Source: an optimization exercise on an open RTL-to-GDS flow (aim: small area, a short achievable clock period and few clock cycles per item). Production flows keep margins and buffers that such runs may drop. The RTL was checked by simulation tests, not by an equivalence proof against the original design. No activity file was given, so power comes from the tool's default toggle rates.

## job 9353
==> flow/design.v (excerpt) <==
module gc_trigger_policy_unit
#(
  parameter int TOTAL_WIDTH   = gtp_pkg::TOTAL_WIDTH_DEF,
  parameter int COUNTER_WIDTH = gtp_pkg::COUNTER_WIDTH_DEF,
  parameter int PEAK_CAP      = gtp_pkg::PEAK_CAP_DEF
) (
  input  logic                  clk,
  input  logic                  rst_n,
  input  logic                  cfg_we,
  input  logic [gtp_pkg::SPP_W-1:0]      cfg_wdata,
  input  logic                  in_valid,
  output logic                  in_ready,
  input  logic [gtp_pkg::CMD_W-1:0]      in_cmd,
  input  logic [gtp_pkg::TOTAL_IN_W-1:0] in_allocated_total,
  input  logic [gtp_pkg::SLOT_W-1:0]     in_swept_slots,
  input  logic [gtp_pkg::PAGE_W-1:0]     in_empty_pages,
  input  logic [gtp_pkg::SLOT_W-1:0]     in_final_slots,
  input  logic [gtp_pkg::OBJ_W-1:0]      in_old_objects,
  input  logic [gtp_pkg::OBJ_W-1:0]      in_old_limit,
  input  logic [gtp_pkg::OBJ_W-1:0]      in_shady_objects,
  input  logic [gtp_pkg::OBJ_W-1:0]      in_shady_limit,
  input  logic                  in_became_major,
  output logic                  out_valid,
  input  logic                  out_ready,
  output logic [gtp_pkg::ACT_W-1:0]      out_action,
  output logic                  out_enabled,
  output logic [gtp_pkg::CNT_OUT_W-1:0]  out_major_tally,
  output logic [gtp_pkg::CNT_OUT_W-1:0]  out_minor_tally,
  output logic [gtp_pkg::CNT_OUT_W-1:0]  out_sweep_tally,
  output logic [gtp_pkg::CNT_OUT_W-1:0]  out_total_count
);
Size: about 6500 cells after synthesis, roughly 1100 flip-flops, about 420 I/O pins, ~64000 um^2 of cells after synthesis.
export LEC_CHECK = 0
export CAP_MARGIN = 20
export CORE_MARGIN = 2
export CORE_UTILIZATION = 40
export SLEW_MARGIN = 20
create_clock -name core_clock -period 10.0 [get_ports {clk}]
standard.sh (not shown) runs the stock make flow with config.mk's settings and CLKGATE_MAP_FILE= SYNTH_SCRIPT=/design/flow/synth_recipe.tcl, a recipe that flattens the netlist after the stock synthesis.
==> flow/flow/run.sh <==
#!/bin/bash
# The standard layout (the standard flow's synthesis, clock and constraints), with two
# changes to how it is built: the port buffers are the small, fast buf_1
# (every port still gets one), and timing repair aims 6.5 ns below the clock
# period instead of at it.
set -euo pipefail
bash standard.sh SETUP_SLACK_MARGIN=6.5 "BUFFER_PORTS_ARGS=-buffer_cell sky130_fd_sc_hd__buf_1" finish > standard.log 2>&1
Testbench counts of job 9353, summed over its fixed seeds: cycles 9,648, items 9,600.
Changes in job 5445 relative to job 9353:
- PLACE_DENSITY now 0.72, previously not set
- CORE_UTILIZATION now 60, was 40
--- outcome ---
Job 5445 — routability congestion estimate from global placement about 4.3% higher, job 9353 as reference. | non-clock buffer count | higher: job 9353 |. Status | job 9353 and job 5445 | clean. Diff job 9353 -> job 5445: worst relative slew slack grew by 13 points; share of final-layout standard cells stronger than drive strength 1 shrank by 0.97 points; met1 track demand over resource grew by 13 points; sequential power held steady. Per the comparison of job 5445 with job 9353, post-route fraction of the period consumed by the critical path moved up; critical path depth went down by 1; clock period minus final worst setup slack rose 0.084 ns; detailed-route via count rose about 2.5%.

---

gc_trigger_policy_unit again, from the RTL that the note above started with.
## gc_trigger_policy_unit
module gc_trigger_policy_unit
#(
  parameter int TOTAL_WIDTH   = gtp_pkg::TOTAL_WIDTH_DEF,
  parameter int COUNTER_WIDTH = gtp_pkg::COUNTER_WIDTH_DEF,
  parameter int PEAK_CAP      = gtp_pkg::PEAK_CAP_DEF
) (
  input  logic                  clk,
  input  logic                  rst_n,
  input  logic                  cfg_we,
  input  logic [gtp_pkg::SPP_W-1:0]      cfg_wdata,
  input  logic                  in_valid,
  output logic                  in_ready,
  input  logic [gtp_pkg::CMD_W-1:0]      in_cmd,
  input  logic [gtp_pkg::TOTAL_IN_W-1:0] in_allocated_total,
  input  logic [gtp_pkg::SLOT_W-1:0]     in_swept_slots,
  input  logic [gtp_pkg::PAGE_W-1:0]     in_empty_pages,
  input  logic [gtp_pkg::SLOT_W-1:0]     in_final_slots,
  input  logic [gtp_pkg::OBJ_W-1:0]      in_old_objects,
  input  logic [gtp_pkg::OBJ_W-1:0]      in_old_limit,
  input  logic [gtp_pkg::OBJ_W-1:0]      in_shady_objects,
  input  logic [gtp_pkg::OBJ_W-1:0]      in_shady_limit,
  input  logic                  in_became_major,
  output logic                  out_valid,
  input  logic                  out_ready,
  output logic [gtp_pkg::ACT_W-1:0]      out_action,
  output logic                  out_enabled,
  output logic [gtp_pkg::CNT_OUT_W-1:0]  out_major_tally,
  output logic [gtp_pkg::CNT_OUT_W-1:0]  out_minor_tally,
  output logic [gtp_pkg::CNT_OUT_W-1:0]  out_sweep_tally,
  output logic [gtp_pkg::CNT_OUT_W-1:0]  out_total_count
);
  localparam int QD = 7;      
  logic       in_ready_r;
  logic [2:0] cnt_r;           
  logic       acc, load, pop;
  logic       out_valid_r;
  logic       q_ne;
  assign acc  = in_valid & in_ready_r;
  assign load = out_ready | ~out_valid_r;    
  assign pop  = load & q_ne;
  logic [2:0] cnt_nxt;
  assign cnt_nxt = cnt_r + {2'b00, acc} - {2'b00, pop};
  always_ff @(posedge clk) begin
    if (!rst_n) begin
      cnt_r      <= 3'd0;
      in_ready_r <= 1'b1;
    end else begin
      cnt_r      <= cnt_nxt;
      in_ready_r <= cnt_nxt < 3'(QD);
    end
  end
  assign in_ready = in_ready_r;
  logic        rst_q;           
  logic        i_v;
  logic [2:0]  i_cmd;
  logic [47:0] i_total;
  logic [31:0] i_swept, i_fin;
  logic [19:0] i_pages;
  logic [31:0] i_oobj, i_olim, i_sobj, i_slim;
  logic        i_became;
  logic        w1_we, w2_we;
  logic [15:0] w1_wd, w2_wd;
  always_ff @(posedge clk) begin
  ...
Settings: LEC_CHECK=0, CAP_MARGIN=20, CORE_MARGIN=2, CORE_UTILIZATION=40, SETUP_SLACK_MARGIN=5, SLEW_MARGIN=20; clock period 10.0 ns.
run.sh (not shown) runs the stock make flow with config.mk's settings and CLKGATE_MAP_FILE= SYNTH_SCRIPT=/design/flow/synth_recipe.tcl, a recipe that flattens the netlist after the stock synthesis.
Stock flow here: none of the scripts above is used.
Testbench counts at the start, summed over its fixed seeds: cycles 9,648, items 9,600.
==> next run, changes <==
==> flow/flow/run.sh (new file) <==
#!/bin/bash
# The standard layout, with timing repair aimed 7 ns below the clock period
# (a 3 ns target) instead of at the period itself. Clock, constraints and
# synthesis are the standard flow's own.
set -euo pipefail
bash standard.sh SETUP_SLACK_MARGIN=7 finish > standard.log 2>&1
==> flow/standard.sh (new file) <==
#!/bin/bash
# synth_recipe.tcl (not shown) runs the flow's synth.tcl, then flattens the netlist and writes it again
# the make line also repeats each setting of config.mk as NAME=value (left out here)
make -C /OpenROAD-flow-scripts/flow DESIGN_CONFIG=/design/flow/config.mk WORK_HOME=/design/flow/orfs CLKGATE_MAP_FILE= SYNTH_SCRIPT=/design/flow/synth_recipe.tcl "${@:-finish}"
--- a/flow/config.mk
+++ b/flow/config.mk
@@ -10,3 +10,2 @@
 export CORE_UTILIZATION = 40
-export SETUP_SLACK_MARGIN = 5
 export SLEW_MARGIN = 20
removed: flow/run.sh
After rerunning: Utilization goes up by 5.3 points; global-route usage goes up by 1.8 points; cell area goes up by 11%; maximum frequency goes up by 19%.

---

== main ==
Another version of the RTL of gc_trigger_policy_unit (not shown whole).
Size: roughly 6600 cells after synthesis, about 1100 flip-flops, roughly 420 I/O pins, ~64000 um^2 of cells after synthesis.
export LEC_CHECK = 0
export CAP_MARGIN = 20
export CORE_MARGIN = 2
export CORE_UTILIZATION = 40
export CTS_BUF_LIST = sky130_fd_sc_hd__clkbuf_16
export CTS_CLUSTER_DIAMETER = 80
export CTS_CLUSTER_SIZE = 30
export SLEW_MARGIN = 20
create_clock -name core_clock -period 10.0 [get_ports {clk}]
standard.sh (not shown) runs the stock make flow with config.mk's settings and CLKGATE_MAP_FILE= SYNTH_SCRIPT=/design/flow/synth_recipe.tcl, a recipe that flattens the netlist after the stock synthesis.
==> flow/flow/run.sh <==
#!/bin/bash
# The standard layout (the standard flow's synthesis, clock and constraints), with two
# changes to how it is built: the port buffers are the small, fast buf_1
# (every port still gets one), and timing repair aims 6.25 ns below the clock
# period instead of at it.
set -euo pipefail
bash standard.sh SETUP_SLACK_MARGIN=6.25 "BUFFER_PORTS_ARGS=-buffer_cell sky130_fd_sc_hd__buf_1" finish > standard.log 2>&1
Testbench counts of main, summed over its fixed seeds: cycles 9,648, items 9,600.
The following lists how the feature branch was set up differently from main:
==> flow/flow/run.sh <==
#!/bin/bash
# The standard layout (the standard flow's synthesis, clock and constraints), with two
# changes to how it is built: the port buffers are the small, fast buf_1
# (every port still gets one), and timing repair aims 6.75 ns below the clock
# period instead of at it.
set -euo pipefail
bash standard.sh SETUP_SLACK_MARGIN=6.75 "BUFFER_PORTS_ARGS=-buffer_cell sky130_fd_sc_hd__buf_1" finish > standard.log 2>&1
==> results.txt <==
Looking at clock buffer count, the feature branch sits 9 higher than main does.
The feature branch vs main: total power up by a little under 10%
Diff main..the feature branch | setup total negative slack | unchanged
Synthesized area of the feature branch is on par with main.
Taking main as the reference, in the feature branch number of iterations in the first detailed-routing pass lower, instance count after placement with tap cells included essentially unchanged, all-layer global routing usage rose 0.67 points.
In the metrics for the feature branch and main, the one carrying the higher area added between synthesis and finish is the feature branch.
The final layout net count of the feature branch is higher than that of main.

---

gc_trigger_policy_unit again, from the RTL that the note above started with.
export LEC_CHECK = 0
export CAP_MARGIN = 20
export CORE_MARGIN = 2
export CORE_UTILIZATION = 40
export CTS_BUF_LIST = sky130_fd_sc_hd__clkbuf_8
export CTS_CLUSTER_DIAMETER = 50
export CTS_CLUSTER_SIZE = 16
export SLEW_MARGIN = 20
create_clock -name core_clock -period 10.0 [get_ports {clk}]
==> flow/flow/run.sh <==
#!/bin/bash
# The standard layout (the standard flow's synthesis, clock and constraints), with two
# changes to how it is built: the port buffers are the small, fast buf_1
# (every port still gets one), and timing repair aims 6.25 ns below the clock
# period instead of at it.
set -euo pipefail
bash standard.sh SETUP_SLACK_MARGIN=6.25 "BUFFER_PORTS_ARGS=-buffer_cell sky130_fd_sc_hd__buf_1" finish > standard.log 2>&1
The first run completed without violations.
Testbench counts at the start, summed over its fixed seeds: cycles 9,648, items 9,600.
Then changed:
==> flow/flow/run.sh (replaced) <==
#!/bin/bash
# The standard layout (the standard flow's synthesis, clock and constraints), with two
# changes to how it is built: the port buffers are the small, fast buf_1
# (every port still gets one), and timing repair aims 6.5 ns below the clock
# period instead of at it.
set -euo pipefail
bash standard.sh SETUP_SLACK_MARGIN=6.5 "BUFFER_PORTS_ARGS=-buffer_cell sky130_fd_sc_hd__buf_1" finish > standard.log 2>&1
--- a/flow/config.mk
+++ b/flow/config.mk
@@ -11,3 +11,3 @@
-export CTS_BUF_LIST = sky130_fd_sc_hd__clkbuf_8
-export CTS_CLUSTER_DIAMETER = 50
-export CTS_CLUSTER_SIZE = 16
+export CTS_BUF_LIST = sky130_fd_sc_hd__clkbuf_16
+export CTS_CLUSTER_DIAMETER = 80
+export CTS_CLUSTER_SIZE = 30
Worst setup slack gets better by 96 ps.
Routed wire length is higher slightly.
Clock power is higher by a few percent.
Cell area is higher slightly.
Via count drops slightly.
First-iteration DRC count fell by a few percent.
Final cell count is lower slightly.
Synthesized cell count does not change.
Power went up by a few percent.

-- what the ideal ports hide --
The flow's constraints put no driver on any port. The routed layouts listed below were extracted and timed again, unchanged, in two steps. Step 1 (the two cells are an assumption about what drives the block):
set clk [get_ports {clk}]
set_driving_cell -lib_cell sky130_fd_sc_hd__clkbuf_16 $clk
set_driving_cell -lib_cell sky130_fd_sc_hd__buf_2 [delete_from_list [all_inputs] $clk]
Step 2 moves the port delays by t, midway between the first and last clock arrival at a register: inputs arrive t later, outputs are due t later. That takes back most of the time a late clock gives input paths. a / b / c = ideal / step 1 / step 2; a / b = the first two.
| run | shift t [ns] | setup slack, ns | worst hold slack (ns) | clock arrival spread, ns |
|---|---|---|---|---|
| job 9353 | 0.827 | 6.213 / 6.213 / 6.043 | 0.306 / 0.306 / 0.306 | 0.053 / 0.054 |
| job 5445 | 0.782 | 6.130 / 6.130 / 5.949 | 0.315 / 0.315 / 0.315 | 0.031 / 0.031 |
| the first run of note 2 | 0.829 | 5.474 / 5.474 / 5.474 | 0.321 / 0.321 / 0.321 | 0.027 / 0.027 |
| the second run of note 2 | 0.840 | 6.206 / 6.206 / 6.206 | 0.324 / 0.324 / 0.324 | 0.038 / 0.038 |
| main | 0.782 | 6.357 / 6.357 / 5.811 | 0.296 / 0.296 / 0.296 | 0.055 / 0.055 |
| the feature branch | 0.801 | 6.568 / 6.544 / 6.158 | 0.306 / 0.306 / 0.306 | 0.053 / 0.053 |
| the first run of note 4 | 0.962 | 6.357 / 6.281 / 5.812 | 0.318 / 0.318 / 0.318 | 0.080 / 0.081 |
| the second run of note 4 | 0.793 | 6.454 / 6.454 / 5.960 | 0.310 / 0.310 / 0.310 | 0.062 / 0.062 |
After both steps every run listed still meets setup and hold. For main, which loses most, drivers alone change the setup slack by 0.000 ns; drivers and shift together by -0.546 ns.
